What follows belongs to an exercise in optimizing a design on an open flow for small area, a short achievable clock period and few clock cycles per item; a production flow would make more cautious choices.
Function was checked by simulation only, so behaviour that the tests miss may differ from the original.

## alpha
==> flow/design.v <==
package fp_sincos_pkg;
	typedef logic [31:0] fp32_t;
	typedef logic signed [31:0] fix_t;
	localparam fp32_t QNAN = 32'h7FC0_0000;
	localparam int CORDIC_ITER = 30;
	localparam fix_t CORDIC_X0 = 32'sd652032874;
	localparam logic [31:0] PI_FIX = 32'd3373259426;
	localparam fix_t HALF_PI_FIX = 32'sd1686629713;
	localparam logic [31:0] ATAN0 = 32'd843314857;
	localparam logic [31:0] ATAN1 = 32'd497837829;
endpackage
module fp_sincos (
	input  logic                 clk,
	input  logic                 rst,
	input  logic                 ld_i,
	input  fp_sincos_pkg::fp32_t a_i,
	output fp_sincos_pkg::fp32_t sin_o,
	output fp_sincos_pkg::fp32_t cos_o,
	output logic                 done_o,
	output logic                 busy_o
);
	logic s_prep, s_run, s_pk0, s_pk1, s_pk2;
	logic busy_r, done_r;
	logic [4:0] cnt;
	logic [4:0] cnt_y;
	logic signed [31:0] x_r, y_r, z_r;
	logic sgn_r, half_r, inv_r, r1_r;
	logic [7:0]  a_exp;
	logic [22:0] a_frac;
	logic        a_e128, a_e127, a_inr, a_bad, a_gt, a_half, a_r1;
	logic [31:0] x_cap;
	logic [4:0]  cnt_cap;
	always_comb begin
		a_exp  = a_i[30:23];
		a_frac = a_i[22:0];
		a_e128 = (a_exp == 8'd128);
		a_e127 = (a_exp == 8'd127);
		a_inr  = (a_exp[7:5] == 3'b011);
		a_bad  = a_exp[7] & (|a_exp[6:0]);
		a_gt   = (a_frac > 23'h490FDA);
		a_half = a_e128 | (a_e127 & a_gt);
		a_r1   = a_half ? (a_i[30:0] < 31'h4016CBE4) : (a_i[30:0] >= 31'h3F490FDB);
		if (a_e128)
			x_cap = {1'b1, a_frac, 8'd0};
		else if (a_inr)
			x_cap = {2'b01, a_frac, 7'd0};
		else
			x_cap = '0;
		cnt_cap = a_exp[7] ? 5'd0 : ~a_exp[4:0];
	end
	logic        rot_pos;
	logic [31:0] xa_op, ya_op;
	logic        x_sub, y_sub;
	assign rot_pos = ~z_r[31];
	logic xs_r, ys_r;
	assign x_sub = xs_r;
	assign y_sub = ys_r;
	always_comb begin
		xa_op = s_pk0 ? 32'd0 : x_r;
		if (s_prep) begin
			case ({half_r, r1_r})
				2'b00: ya_op = 32'd0 - fp_sincos_pkg::ATAN0 + fp_sincos_pkg::ATAN1;
				2'b01: ya_op = 32'd0 - fp_sincos_pkg::ATAN0 - fp_sincos_pkg::ATAN1;
				2'b10: ya_op = fp_sincos_pkg::PI_FIX - fp_sincos_pkg::ATAN0 + fp_sincos_pkg::ATAN1;
				default: ya_op = fp_sincos_pkg::PI_FIX - fp_sincos_pkg::ATAN0 - fp_sincos_pkg::ATAN1;
			endcase
		end else if (s_pk0) begin
			ya_op = 32'd0;
		end else begin
			ya_op = y_r;
		end
	end
	logic [31:0] atan_v;
	always_comb begin
		case (cnt_y)
			5'd0: atan_v = 32'd843314857;
			5'd1: atan_v = 32'd497837829;
			5'd2: atan_v = 32'd263043837;
			5'd3: atan_v = 32'd133525159;
			5'd4: atan_v = 32'd67021687;
			5'd5: atan_v = 32'd33543516;
			5'd6: atan_v = 32'd16775851;
			5'd7: atan_v = 32'd8388437;
			5'd8: atan_v = 32'd4194283;
			5'd9: atan_v = 32'd2097149;
			5'd10: atan_v = 32'd1048576;
			5'd11: atan_v = 32'd524288;
			5'd12: atan_v = 32'd262144;
			5'd13: atan_v = 32'd131072;
			5'd14: atan_v = 32'd65536;
			5'd15: atan_v = 32'd32768;
			5'd16: atan_v = 32'd16384;
			5'd17: atan_v = 32'd8192;
			5'd18: atan_v = 32'd4096;
			5'd19: atan_v = 32'd2048;
			5'd20: atan_v = 32'd1024;
			5'd21: atan_v = 32'd512;
			5'd22: atan_v = 32'd256;
			5'd23: atan_v = 32'd128;
			5'd24: atan_v = 32'd64;
			5'd25: atan_v = 32'd32;
			5'd26: atan_v = 32'd16;
			5'd27: atan_v = 32'd8;
			5'd28: atan_v = 32'd4;
			5'd29: atan_v = 32'd2;
			default: atan_v = 32'd0;
		endcase
	end
	logic signed [31:0] x_m, y_m, x_sh, y_sh;
	assign y_m  = y_r ^ {32{x_sub}};
	assign x_m  = x_r ^ {32{y_sub}};
	assign y_sh = y_m >>> cnt_y;
	assign x_sh = x_m >>> cnt;
	logic [32:0] x_sum, y_sum, z_sum;
	logic [31:0] x_add, y_add, z_add;
	assign x_sum = {xa_op, x_sub} + {y_sh, x_sub};
	assign y_sum = {ya_op, y_sub} + {x_sh, y_sub};
	logic [31:0] z_op;
	assign z_op  = atan_v & {32{~s_pk2}};
	assign z_sum = {z_r, rot_pos} + {z_op ^ {32{rot_pos}}, rot_pos};
	assign x_add = x_sum[32:1];
	assign y_add = y_sum[32:1];
	assign z_add = z_sum[32:1];
	logic [31:0] x_add_rev, y_rev;
	always_comb begin
		x_add_rev[31] = 1'b0;
		y_rev[31]     = 1'b0;
		for (int i = 0; i < 31; i++) begin
			x_add_rev[i] = x_add[30 - i];
			y_rev[i]     = y_r[30 - i];
		end
	end
	logic [31:0] lz_w;
	logic [4:0]  lz_raw;
	logic        lz_pow2;
	logic [4:0]  lz_y;
	always_comb begin
		lz_w   = y_r ^ {32{y_r[31]}};
		lz_raw = 5'd31;
		for (int i = 0; i < 31; i++)
			if (lz_w[i])
				lz_raw = 5'(30 - i);
		lz_pow2 = y_r[31] & ~(|(lz_w[31:1] & ~lz_w[30:0]));
		lz_y    = lz_raw - 5'(lz_pow2);
	end
	logic [22:0] pk_frac;
	logic [4:0]  pk_p;
	logic        pk_sign;
	logic        pk_up;
	logic [30:0] pk_sum;
	logic [31:0] pk_out;
	always_comb begin
		for (int t = 0; t < 23; t++)
			pk_frac[t] = x_sh[23 - t];
		pk_p    = ~cnt;
		pk_sign = s_pk1 ? sgn_r : half_r;
		pk_up   = x_sh[24] & ((|x_sh[30:25]) | pk_frac[0]);
		pk_sum  = {3'b011, pk_p, pk_frac} + 31'(pk_up);
		if (inv_r)
			pk_out = fp_sincos_pkg::QNAN;
		else if (pk_p == 5'd0)
			pk_out = {pk_sign, 31'd0};
		else
			pk_out = {pk_sign, pk_sum};
	end
	logic go;
	assign go = ld_i & ~busy_r;
	always_ff @(posedge clk) begin
		if (rst) begin
			s_prep <= 1'b0;
			s_run  <= 1'b0;
			s_pk0  <= 1'b0;
			s_pk1  <= 1'b0;
			s_pk2  <= 1'b0;
			busy_r <= 1'b0;
			done_r <= 1'b0;
		end else begin
			s_prep <= go;
			s_run  <= s_prep | (s_run & (cnt != 5'd29));
			s_pk0  <= s_run & (cnt == 5'd29);
			s_pk1  <= s_pk0;
			s_pk2  <= s_pk1;
			done_r <= s_pk2;
			busy_r <= go | (busy_r & ~s_pk2);
		end
	end
	always_ff @(posedge clk) begin
		if (!busy_r) begin
			sgn_r  <= a_i[31];
			inv_r  <= a_bad | (a_e128 & a_gt);
			half_r <= a_half;
			r1_r   <= a_r1;
		end else if (s_pk0) begin
			sgn_r  <= sgn_r ^ y_r[31];
			half_r <= half_r ^ x_r[31];
		end
	end
	always_ff @(posedge clk) begin
		if (!busy_r)
			cnt <= cnt_cap;
		else if (s_prep)
			cnt <= 5'd2;
		else if (s_run)
			cnt <= (cnt == 5'd29) ? 5'd0 : cnt + 5'd1;
		else if (s_pk0 | s_pk1)
			cnt <= lz_y;
		else
			cnt <= 5'd31;
	end
	always_ff @(posedge clk) begin
		if (s_prep)
			cnt_y <= 5'd2;
		else if (s_run)
			cnt_y <= (cnt_y == 5'd29) ? 5'd0 : cnt_y + 5'd1;
		else
			cnt_y <= 5'd31;
	end
	always_ff @(posedge clk) begin
		if (!busy_r)
			x_r <= x_cap;
		else if (s_prep)
			x_r <= r1_r ? 32'd326016437 : 32'd978049311;
		else if (s_pk0)
			x_r <= x_add_rev;
		else if (s_pk1)
			x_r <= y_rev;
		else if (s_pk2)
			x_r <= pk_out;
		else
			x_r <= x_add;
	end
	always_ff @(posedge clk) begin
		if (s_prep)
			y_r <= r1_r ? 32'd978049311 : 32'd326016437;
		else
			y_r <= y_add;
	end
	logic [31:0] z_d;
	always_comb begin
		if (s_prep)
			z_d = y_add;
		else if (s_pk1)
			z_d = pk_out;
		else
			z_d = z_add;
	end
	always_ff @(posedge clk)
		z_r <= z_d;
	logic run_last;
	assign run_last = s_run & (cnt == 5'd29);
	always_ff @(posedge clk) begin
		xs_r <= run_last ? y_add[31] : ~z_d[31];
		if (go)
			ys_r <= a_half;
		else if (run_last)
			ys_r <= x_add[31];
		else
			ys_r <= (s_prep | s_run) & z_d[31];
	end
	assign cos_o  = x_r;
	assign sin_o  = z_r;
	assign done_o = done_r;
	assign busy_o = busy_r;
endmodule
clock: 8.5 ns
lec_check: 0
abc_area: 1
cap_margin: 20
core_margin: 2
core_utilization: 40
gpl_routability_driven: 0
place_density: 0.75
setup_slack_margin: 4
slew_margin: 20
run.sh (not shown) runs the stock make flow with config.mk's settings and CLKGATE_MAP_FILE= SYNTH_SCRIPT=/design/flow/synth_recipe.tcl, a recipe that flattens the netlist after the stock synthesis.
Testbench counts of alpha, summed over its fixed seeds: cycles 16,896, items 512.
The inputs of beta differ from those of alpha as listed below.
Settings: changing SETUP_SLACK_MARGIN from 4 to 4.25; removing PLACE_DENSITY (formerly 0.75).
Notes after the runs:
Of the two values seen for worst setup path startpoint, ys_r was produced by beta and xs_r by alpha.
Delta (beta minus alpha): non-clock inverter instance count of the final layout decreased 3.
The core occupancy in the finished layout in beta sits 3.1 points above the value recorded for alpha.
alpha → beta: maximum clock rate climbed 1.4%, actual transition at the worst max-transition pin moved up.
beta: PASS, flow complete, no timing, DRC or antenna violations
Diff alpha -> beta: critical path depth moved down, total length of routed met3 wires moved down.
--- input diff beta..gamma ---
Settings: SLEW_MARGIN: 20 -> 10; CAP_MARGIN: 20 -> 10; SETUP_SLACK_MARGIN: 4.25 -> 4; GPL_ROUTABILITY_DRIVEN: 0 -> unset.
Notes after the runs:
The via count reported for gamma is lower than the one for beta.
Compare beta and gamma | worst hold slack lower: gamma
Changes in delta relative to gamma:
Settings: SLEW_MARGIN: 10 -> 20; CAP_MARGIN: 10 -> 20.
### Flow results
gamma completed; timing, DRC and antenna clean
Having completed the whole flow, delta delivered a layout that passed the timing, DRC and antenna checks.
| met1 usage | higher: gamma |
In the metrics for delta and gamma, the one carrying the lower post-cts sizing count is delta.
In the reports for delta and gamma, the larger cell count belongs to gamma.
Compared with gamma, delta shows a final worst-path setup slack that is 0.018 ns higher.
The fraction of area in clock buffers and inverters was comparable across delta and gamma.
Compared with gamma, delta improves clock period minus worst slack.
gamma -> delta: number of sequential storage elements delta 0, exact match
Relative to delta, the following input files were edited for epsilon:
Settings: SETUP_SLACK_MARGIN changed from 4 to 3.5.
## What came out
- Row arrival time of data at the critical path endpoint: epsilon higher / delta lower
- Fraction of area in registers: lower on delta
- Between epsilon and delta, the difference in number of cells in the design after placement is negligible.
- Total track usage came out lower on epsilon than on delta.
- On wire length of the first global-routing pass: epsilon sits below delta.
- Where half-perimeter wire length of the detailed placement result is concerned, delta is outperformed by epsilon.

========
## PW
Starts from the design.v that is shown in full above.
==> flow/config.mk <==
export PLATFORM = sky130hd
export DESIGN_NAME = fp_sincos
export DESIGN_NICKNAME = fp_sincos
export VERILOG_FILES = /design/flow/design.v
export SDC_FILE = /design/flow/constraint.sdc
export NUM_CORES = 4
export LEC_CHECK = 0
export ABC_AREA = 1
export CAP_MARGIN = 20
export CORE_MARGIN = 2
export CORE_UTILIZATION = 40
export SETUP_SLACK_MARGIN = 4.5
export SLEW_MARGIN = 20
==> flow/constraint.sdc <==
create_clock -name core_clock -period 8.5 [get_ports {clk}]
set_input_delay 1.7000 -clock core_clock [delete_from_list [all_inputs] [get_ports {clk}]]
set_output_delay 1.7000 -clock core_clock [all_outputs]
set_load 0.01 [all_outputs]
Testbench counts of PW, summed over its fixed seeds: cycles 16,896, items 512.
> inputs changed (PW -> MS)
- swapping 4.5 for 4 in SETUP_SLACK_MARGIN
- putting GPL_ROUTABILITY_DRIVEN at 0 where nothing was set
### Flow results
- Number of standard cells in the layout, taps in and fillers out (higher): PW
- Non-clock buffer count: lower on MS
- Summary of MS over PW: clock transition at the register clock pins on the worst setup and hold paths after CTS saw little to no change; synthesized cell count saw little to no change; post-route standard cell area excluding fillers saw a decrease.

========
fp_sincos, a different RTL version from the one above (not shown whole).
Size: about 120 flip-flops, ~18000 µm² of cells after synthesis.
clock: 8.5 ns
lec_check: 0
cap_margin: 20
core_margin: 2
core_utilization: 40
setup_slack_margin: 4
slew_margin: 20
The baseline ran to the end with no violations.
Testbench counts at the start, summed over its fixed seeds: cycles 16,896, items 512.
Next try:
SETUP_SLACK_MARGIN = 3.5   (was 4)
The changed run completed with no timing, DRC or antenna violations.
Hold slack gets worse by 77 ps.
Worst setup slack gets better by 3.0 ps.
Cell count fell by a few percent.
Routed wire length fell by a few percent.
Core utilization fell by 6.7 points.
Design area fell by roughly a tenth.
Flip-flop and latch count does not change.

## separate check: timing with driven ports
The results above use ideal ports. As a check the final layouts listed here were re-extracted and re-timed, cells and wires unchanged.
Step 1, drivers: a clkbuf_16 drives clk and a buf_2 each remaining input, both assumed.
Step 2, shift: input delay + t, output delay - t, t = (earliest + latest rising clock arrival at the registers) / 2. This alone moves slack from input paths to output paths.
Slacks: no drivers / after step 1 / after step 2; pairs: no drivers / after step 1.
run | t, ns | setup slack, ns | pins driven straight from the clock port
alpha | 0.483 | 4.116 / 4.116 / 4.072 | 1
beta | 0.489 | 4.175 / 4.175 / 4.141 | 1
gamma | 0.494 | 4.109 / 4.109 / 3.965 | 1
delta | 0.497 | 4.128 / 4.128 / 3.975 | 1
epsilon | 0.491 | 3.819 / 3.819 / 3.660 | 1
PW | 0.486 | 4.103 / 4.103 / 4.001 | 1
MS | 0.492 | 4.144 / 4.144 / 3.868 | 1
the first run of note 3 | 0.500 | 3.554 / 3.554 / 3.554 | 1
the second run of note 3 | 0.504 | 3.558 / 3.558 / 3.558 | 1
After both steps setup and hold are still met in every run listed. For MS, which loses most, drivers alone change the setup slack by 0.000 ns; drivers and shift together by -0.276 ns.
